Context: an optimization exercise on an open-source flow, tuned for small area. The choices shown serve that exercise and are no tape-out recipe.
Function not checked in this run: the RTL went through the layout flow alone.
Power and IR drop assume default switching activity.

$ cat flow/config.mk
export PLATFORM = sky130hd
export DESIGN_NAME = id_stage
export DESIGN_NICKNAME = id_stage
export VERILOG_FILES = /design/flow/design.v
export SDC_FILE = /design/flow/constraint.sdc
export NUM_CORES = 4
export LEC_CHECK = 0
export CAP_MARGIN = 20
export CORE_MARGIN = 2
export CORE_UTILIZATION = 40
export SETUP_SLACK_MARGIN = 0.2
export SLEW_MARGIN = 20
$ cat flow/constraint.sdc
create_clock -name core_clock -period 9.0 [get_ports {clk}]
set_input_delay 1.8000 -clock core_clock [delete_from_list [all_inputs] [get_ports {clk}]]
set_output_delay 1.8000 -clock core_clock [all_outputs]
set_load 0.01 [all_outputs]
$ cat flow/run.sh
#!/bin/bash
# synth_recipe.tcl (not shown) runs the flow's synth.tcl, then flattens the netlist and writes it again
# the make line also repeats each setting of config.mk as NAME=value (left out here)
make -C /OpenROAD-flow-scripts/flow DESIGN_CONFIG=/design/flow/config.mk WORK_HOME=/design/flow/orfs CLKGATE_MAP_FILE= SYNTH_SCRIPT=/design/flow/synth_recipe.tcl finish
$ cat flow/design.v
package id_stage_pkg;
  localparam int DW      = 32;
  localparam int REG_CNT = 32;
  localparam int RW      = $clog2(REG_CNT);
  localparam logic [31:0] NOP = 32'h0;
  localparam int OP_LSB = 26;
  localparam int RS_LSB = 21;
  localparam int RT_LSB = 16;
  localparam int RD_LSB = 11;
  localparam logic [5:0] OP_ADD  = 6'b000001;
  localparam logic [5:0] OP_SUB  = 6'b000011;
  localparam logic [5:0] OP_AND  = 6'b000101;
  localparam logic [5:0] OP_OR   = 6'b000110;
  localparam logic [5:0] OP_NOR  = 6'b000111;
  localparam logic [5:0] OP_XOR  = 6'b001000;
  localparam logic [5:0] OP_SLA  = 6'b001001;
  localparam logic [5:0] OP_SLL  = 6'b001010;
  localparam logic [5:0] OP_SRA  = 6'b001011;
  localparam logic [5:0] OP_SRL  = 6'b001100;
  localparam logic [5:0] OP_ADDI = 6'b100000;
  localparam logic [5:0] OP_SUBI = 6'b100001;
  localparam logic [5:0] OP_LD   = 6'b100100;
  localparam logic [5:0] OP_ST   = 6'b100101;
  localparam logic [5:0] OP_BEZ  = 6'b101000;
  localparam logic [5:0] OP_BNE  = 6'b101001;
  localparam logic [5:0] OP_JMP  = 6'b101010;
  localparam logic [3:0] ALU_ADD = 4'b0001;
  localparam logic [3:0] ALU_SUB = 4'b0011;
  typedef struct packed {
    logic [DW-1:0] pc;
    logic [3:0]    alu_cmd;
    logic [DW-1:0] val1;
    logic [DW-1:0] val2;
    logic [DW-1:0] st_val;
    logic [RW-1:0] dest;
    logic          wb_en;
    logic          mem_r;
    logic          mem_w;
  } id_ex_t;
  function automatic logic [DW-1:0] sext16(input logic [15:0] v);
    sext16 = {{(DW-16){v[15]}}, v};
  endfunction
endpackage
module id_stage_reg_file #(
  parameter  int REG_CNT = 32,
  parameter  int DW      = 32,
  localparam int AW      = $clog2(REG_CNT)
) (
  input  logic          clk,
  input  logic          rst,
  input  logic [AW-1:0] ra1,
  input  logic [AW-1:0] ra2,
  output logic [DW-1:0] rd1,
  output logic [DW-1:0] rd2,
  input  logic          we,
  input  logic [AW-1:0] wa,
  input  logic [DW-1:0] wd
);
  logic [DW-1:0] regs [REG_CNT];
  always_ff @(posedge clk or posedge rst) begin
    if (rst) begin
      for (int i = 0; i < REG_CNT; i++) regs[i] <= '0;
    end else if (we && wa != '0) begin
      regs[wa] <= wd;
    end
  end
  assign rd1 = (ra1 == '0)           ? '0 :
               (we && wa == ra1)     ? wd :
                                       regs[ra1];
  assign rd2 = (ra2 == '0)           ? '0 :
               (we && wa == ra2)     ? wd :
                                       regs[ra2];
endmodule
import id_stage_pkg::*;
module id_stage (
  input  logic          clk,
  input  logic          rst,
  input  logic [DW-1:0] pc_in,
  input  logic [DW-1:0] instr_in,
  input  logic          wb_en,
  input  logic [RW-1:0] wb_dest,
  input  logic [DW-1:0] wb_val,
  input  logic          exe_wb_en,
  input  logic [RW-1:0] exe_dest,
  input  logic          mem_wb_en,
  input  logic [RW-1:0] mem_dest,
  output logic          freez,
  output logic          br_taken,
  output logic [DW-1:0] br_addr,
  output logic [DW-1:0] pc_out,
  output logic [3:0]    alu_cmd,
  output logic [DW-1:0] val1,
  output logic [DW-1:0] val2,
  output logic [DW-1:0] st_val,
  output logic [RW-1:0] dest,
  output logic          wb_en_out,
  output logic          mem_r,
  output logic          mem_w
);
  logic [5:0]    op;
  logic [RW-1:0] rs, rt, rd;
  logic [DW-1:0] imm, rv1, rv2;
  logic          is_r, is_ai, is_ld, is_st;
  logic          is_bez, is_bne, is_jmp;
  logic          use1, use2, br_cond;
  logic          haz1, haz2;
  id_stage_pkg::id_ex_t d, q;
  assign op  = instr_in[OP_LSB +: 6];
  assign rs  = instr_in[RS_LSB +: RW];
  assign rt  = instr_in[RT_LSB +: RW];
  assign rd  = instr_in[RD_LSB +: RW];
  assign imm = {{(DW-16){instr_in[15]}}, instr_in[15:0]};
  id_stage_reg_file #(
    .REG_CNT(REG_CNT),
    .DW     (DW)
  ) u_rf (
    .clk(clk),
    .rst(rst),
    .ra1(rs),
    .ra2(rt),
    .rd1(rv1),
    .rd2(rv2),
    .we (wb_en),
    .wa (wb_dest),
    .wd (wb_val)
  );
  always_comb begin
    is_r   = (op == OP_ADD) || (op == OP_SUB) || (op == OP_AND) ||
             (op == OP_OR)  || (op == OP_NOR) || (op == OP_XOR) ||
             (op == OP_SLA) || (op == OP_SLL) || (op == OP_SRA) ||
             (op == OP_SRL);
    is_ai  = (op == OP_ADDI) || (op == OP_SUBI);
    is_ld  = (op == OP_LD);
    is_st  = (op == OP_ST);
    is_bez = (op == OP_BEZ);
    is_bne = (op == OP_BNE);
    is_jmp = (op == OP_JMP);
    d       = '0;
    use1    = 1'b0;
    use2    = 1'b0;
    br_cond = 1'b0;
    unique case (1'b1)
      is_r: begin
        use1      = 1'b1;
        use2      = 1'b1;
        d.alu_cmd = op[3:0];
        d.pc      = pc_in;
        d.val1    = rv1;
        d.val2    = rv2;
        d.dest    = rd;
        d.wb_en   = 1'b1;
      end
      is_ai, is_ld: begin
        use1      = 1'b1;
        d.alu_cmd = (op == OP_SUBI) ? ALU_SUB : ALU_ADD;
        d.pc      = pc_in;
        d.val1    = rv1;
        d.val2    = imm;
        d.dest    = rt;
        d.wb_en   = 1'b1;
        d.mem_r   = is_ld;
      end
      is_st: begin
        use1      = 1'b1;
        use2      = 1'b1;
        d.alu_cmd = ALU_ADD;
        d.pc      = pc_in;
        d.val1    = rv1;
        d.val2    = imm;
        d.st_val  = rv2;
        d.mem_w   = 1'b1;
      end
      is_bez: begin
        use1    = 1'b1;
        br_cond = (rv1 == '0);
      end
      is_bne: begin
        use1    = 1'b1;
        use2    = 1'b1;
        br_cond = (rv1 != rv2);
      end
      is_jmp: br_cond = 1'b1;
      default: ;
    endcase
  end
  assign haz1 = (rs != '0) &&
                ((exe_wb_en && rs == exe_dest) ||
                 (mem_wb_en && rs == mem_dest));
  assign haz2 = (rt != '0) &&
                ((exe_wb_en && rt == exe_dest) ||
                 (mem_wb_en && rt == mem_dest));
  assign freez = (use1 && haz1) || (use2 && haz2);
  assign br_taken = br_cond && !freez;
  assign br_addr  = pc_in + {imm[DW-3:0], 2'b00};
  always_ff @(posedge clk or posedge rst) begin
    if (rst)        q <= '0;
    else if (freez) q <= '0;
    else            q <= d;
  end
  assign pc_out    = q.pc;
  assign alu_cmd   = q.alu_cmd;
  assign val1      = q.val1;
  assign val2      = q.val2;
  assign st_val    = q.st_val;
  assign dest      = q.dest;
  assign wb_en_out = q.wb_en;
  assign mem_r     = q.mem_r;
  assign mem_w     = q.mem_w;
endmodule
==> results.yml <==
status:
  status: "complete, no violations"
synthesis:
  synth.distinct_cells: 76
  synth_area_sq_mm: 0.0575
  synth-seq-cells: 1132
  synth_area_leaders: "dfrtp_1 (49%), mux2_2 (19%), a22oi_1 (8.5%), clkbuf_1 (2.1%), and3_1 (1.8%)"
  yosysTopAreaCellShare_pct: 49.3
  seq_area_frac_synth_pct: 49.3
  syn_inst: 5049
  synth-async-reset-ratio_pct: 100
  syn_avg_cell_area_sq_um: 11.4
  synthesis.nets: 5195
  yosysWarnings: 3
  synth_edf_count: 0
  synthFlopType: "dfrtp_1"
  yosys.area.top_type: "dfrtp_1"
critical_path:
  cp_slowest_stage_delay_ns: 0.86
  path_buf_inv: 5
  path_cells: "buf_2 -> buf_4 -> nand3b_2 -> nor2_4 -> buf_4 -> a22oi_1 -> and3_1 -> nand4_1 -> o21ai_1 -> xor2_1 -> nor4_1 -> nand4_1 -> buf_4 -> nor4_2 -> o41ai_2 -> clkdlybuf4s50_1"
  required_ns: 7.20
  timing.critical_path.mode_cell: "buf_4"
  crit_slowest_cell: "nor2_4"
  crit_family: "simple AND/OR/NAND/NOR gates"
  end_kind: "output pin"
  critPathKind: "in2out"
  arrival_ns: 7.03
  crit_path_start_kind: "input port"
  cp_max_fo: 22
power_and_ir_drop:
  p_per_area_mw_per_mm2: 220
  p_leak_nw: 30.8
  max-vdd-ir-drop_uv: 168
  finalPower_mw: 15.5
timing:
  rsz0062_at_grt: "no"
  tns_ns: 0
  maxClockFrequency_ghz: 0.113
  fin_skew_ns: 0.0223
  worst_slew_pin_slew_ns: 1.29
  timing.final.crit_share_pct: 98.1
  hold_ws_ns: 0.520
  slew-limit-headroom_pct: 13.6
  finalSetupViolCount: 0
  period_needed_ns: 8.83
  drv_slew: 0
  finalWorstSetupSlack_ns: 0.167
  final_hold_viol_count: 0
cts:
  numCtsBuffers: 134
  h-tree-depth: 4
  cts_tree: "done"
  cts-root-buf: "clkbuf_16"
  clk_pin_slew_worst_paths_ns: 0.06
  insertion_delay_ns: 0.80
  clock_sinks: 1132
  cts_buffer_depth: 3
  cts_hold_buf: 0
grt:
  grt_usage_pct: 45.1
  grt_pass1_wl_mm: 453
  grt_pass1_vias: 51400
  grt_max_degree: 172
  grt_antenna_before_repair: 23
  grt_overflow: 0
placed_design:
  gp_congestion: 1.02
  place_area_sq_mm: 0.0654
  port_buffers: 289
  pre_cts_ws_ns: 0.185
  post-place-cells: 7203
  hpwlAfterDp_mm: 225
floorplan:
  rows: 139
  die_x_microns: 383
  ioPinCount: 290
  die-area_sq_mm: 0.147
  core_sq_mm: 0.143
  initial_core_util_pct: 40.2
  fp.dieH_microns: 383
finish:
  final_cell_count_no_fill: 7475
  area_delta_synth_final_pct: 22.1
  post-route-util_pct: 49.1
  final_common_cell: "dfrtp_1"
  final_area_sq_mm: 0.0702
  nNetsFinal: 5596
  layout_common_cells: "dfrtp_1 (1132), mux2_2 (987), a22oi_1 (651)"
  layout-drive-gt1-share_pct: 32.6
  fillCellCount: 13000
drt:
  via_per_inst: 7.17
  drc: 0
  via_count: 53600
  wirelength_mm: 338
  dr.first_iter.drc_count: 9007
  ant_nets: 0
  wire_per_inst_microns: 45.2
  drt_first_pass_iters: 9
min_path:
  min_path_type: "reg2reg"
flow_run:
  maxCapViolations: 0
==> flip-flops by register name, indices dropped and copies added (netlist names) <==
| signal | cells |
|---|---|
| u_rf.regs | 992 |
| q | 140 |
==> repair_timing <==
action                     CTS  global route
setup buffers                5             6
gates resized for setup      1            14
pin swaps                    1             3
setup endpoints to repair    1             1
==> cells by family after synthesis <==
logic type	synth area share, %
DFF	49.3
muxes	19.5
AOI/OAI and AO/OA	15.1
adders and majority gates	0.666
xor gates and xnor gates	1.20
and+or+nand+nor	10.7
buffers and inverters	3.65
==> layout make-up <==
cell class              instances  area, sq um  share of cell area, %
diodes                         13         32.5                 0.0463
inverters                      29          113                  0.160
flip-flops and latches       1132        28300                   40.3
repair buffers                737         6950                   9.91
clock inverters                52          659                  0.939
clock buffers                 193         3930                   5.60
multi-input cells            3416        27800                   39.6
well taps                    1903         2380                   3.39
==> worst paths after layout <==
check / from / endpoint / slack, ns / cells past startpoint
max: instr_in[18] / br_taken / 0.17 / 16
min: u_rf.regs[1][18] / u_rf.regs[1][18] / 0.52 / 1
max reg2reg: u_rf.regs[7][18] / q[58] / 5.88 / 9
min reg2reg: u_rf.regs[1][18] / u_rf.regs[1][18] / 0.52 / 1
max in group asynchronous: rst / u_rf.regs[5][27] / 5.77 / 5
min in group asynchronous: rst / q[130] / 1.32 / 2
==> cells in the mapped netlist, types with 35 or more instances <==
cell type / count
a2111oi_0: 35
a21oi_1: 94
a221oi_1: 65
a22o_1: 69
a22oi_1: 652
and3_1: 161
buf_1: 50
buf_2: 79
clkbuf_1: 317
dfrtp_1: 1132
mux2_2: 987
nand2_1: 132
nand3_1: 182
nand4_1: 135
nor2_1: 257
nor2b_1: 47
o21ai_0: 102
or4_1: 39
xor2_1: 48
==> routing by layer <==
metal | global-route usage [%] | vias up | wire, microns
met3 | 16.2 | 1474 | 44300
met5 | 0 | - | 217
li1 | - | 20000 | -
met2 | 64.1 | 4721 | 138000
met1 | 57.5 | 27300 | 127000
met4 | 30.0 | 28 | 27800
==> power breakdown <==
group | switching [mW] | total (mW) | leakage [nW] | internal, mW
Clock | 2.35 | 5.75 | 2.25 | 3.39
Sequential | 1.08 | 7.07 | 14.6 | 5.99
Combinational | 1.44 | 2.64 | 14.0 | 1.20
==> worst register-to-register path, cell delays in order (launching register included) <==
cell       delay, ns
dfrtp_1         0.51
and3_1          0.30
a2111oi_1       0.42
buf_4           0.20
nand3_1         0.08
or4_1           0.61
o221ai_1        0.39
buf_4           0.29
o21a_1          0.13
nor2_1          0.04

[static timing again, ports no longer ideal]
Ports are ideal in the flow. The routed layout listed here was re-timed in OpenROAD. Step 1: set_driving_cell puts a clkbuf_16 on clk and a buf_2 on each other input, an assumption about the parent block. Step 2, shift: input delay + t, output delay - t, t = (earliest + latest rising clock arrival at the registers) / 2. This alone moves slack from input paths to output paths. Three values: no drivers, after step 1, after step 2; two values: the first two.
t (ns): 0.876
setup WS [ns]: 0.167 / 0.143 / 0.143
clock arrival spread, ns: 0.033 / 0.032
After both steps this run still meets setup and hold. For this run, drivers alone change the setup slack by -0.024 ns; drivers and shift together by -0.024 ns.
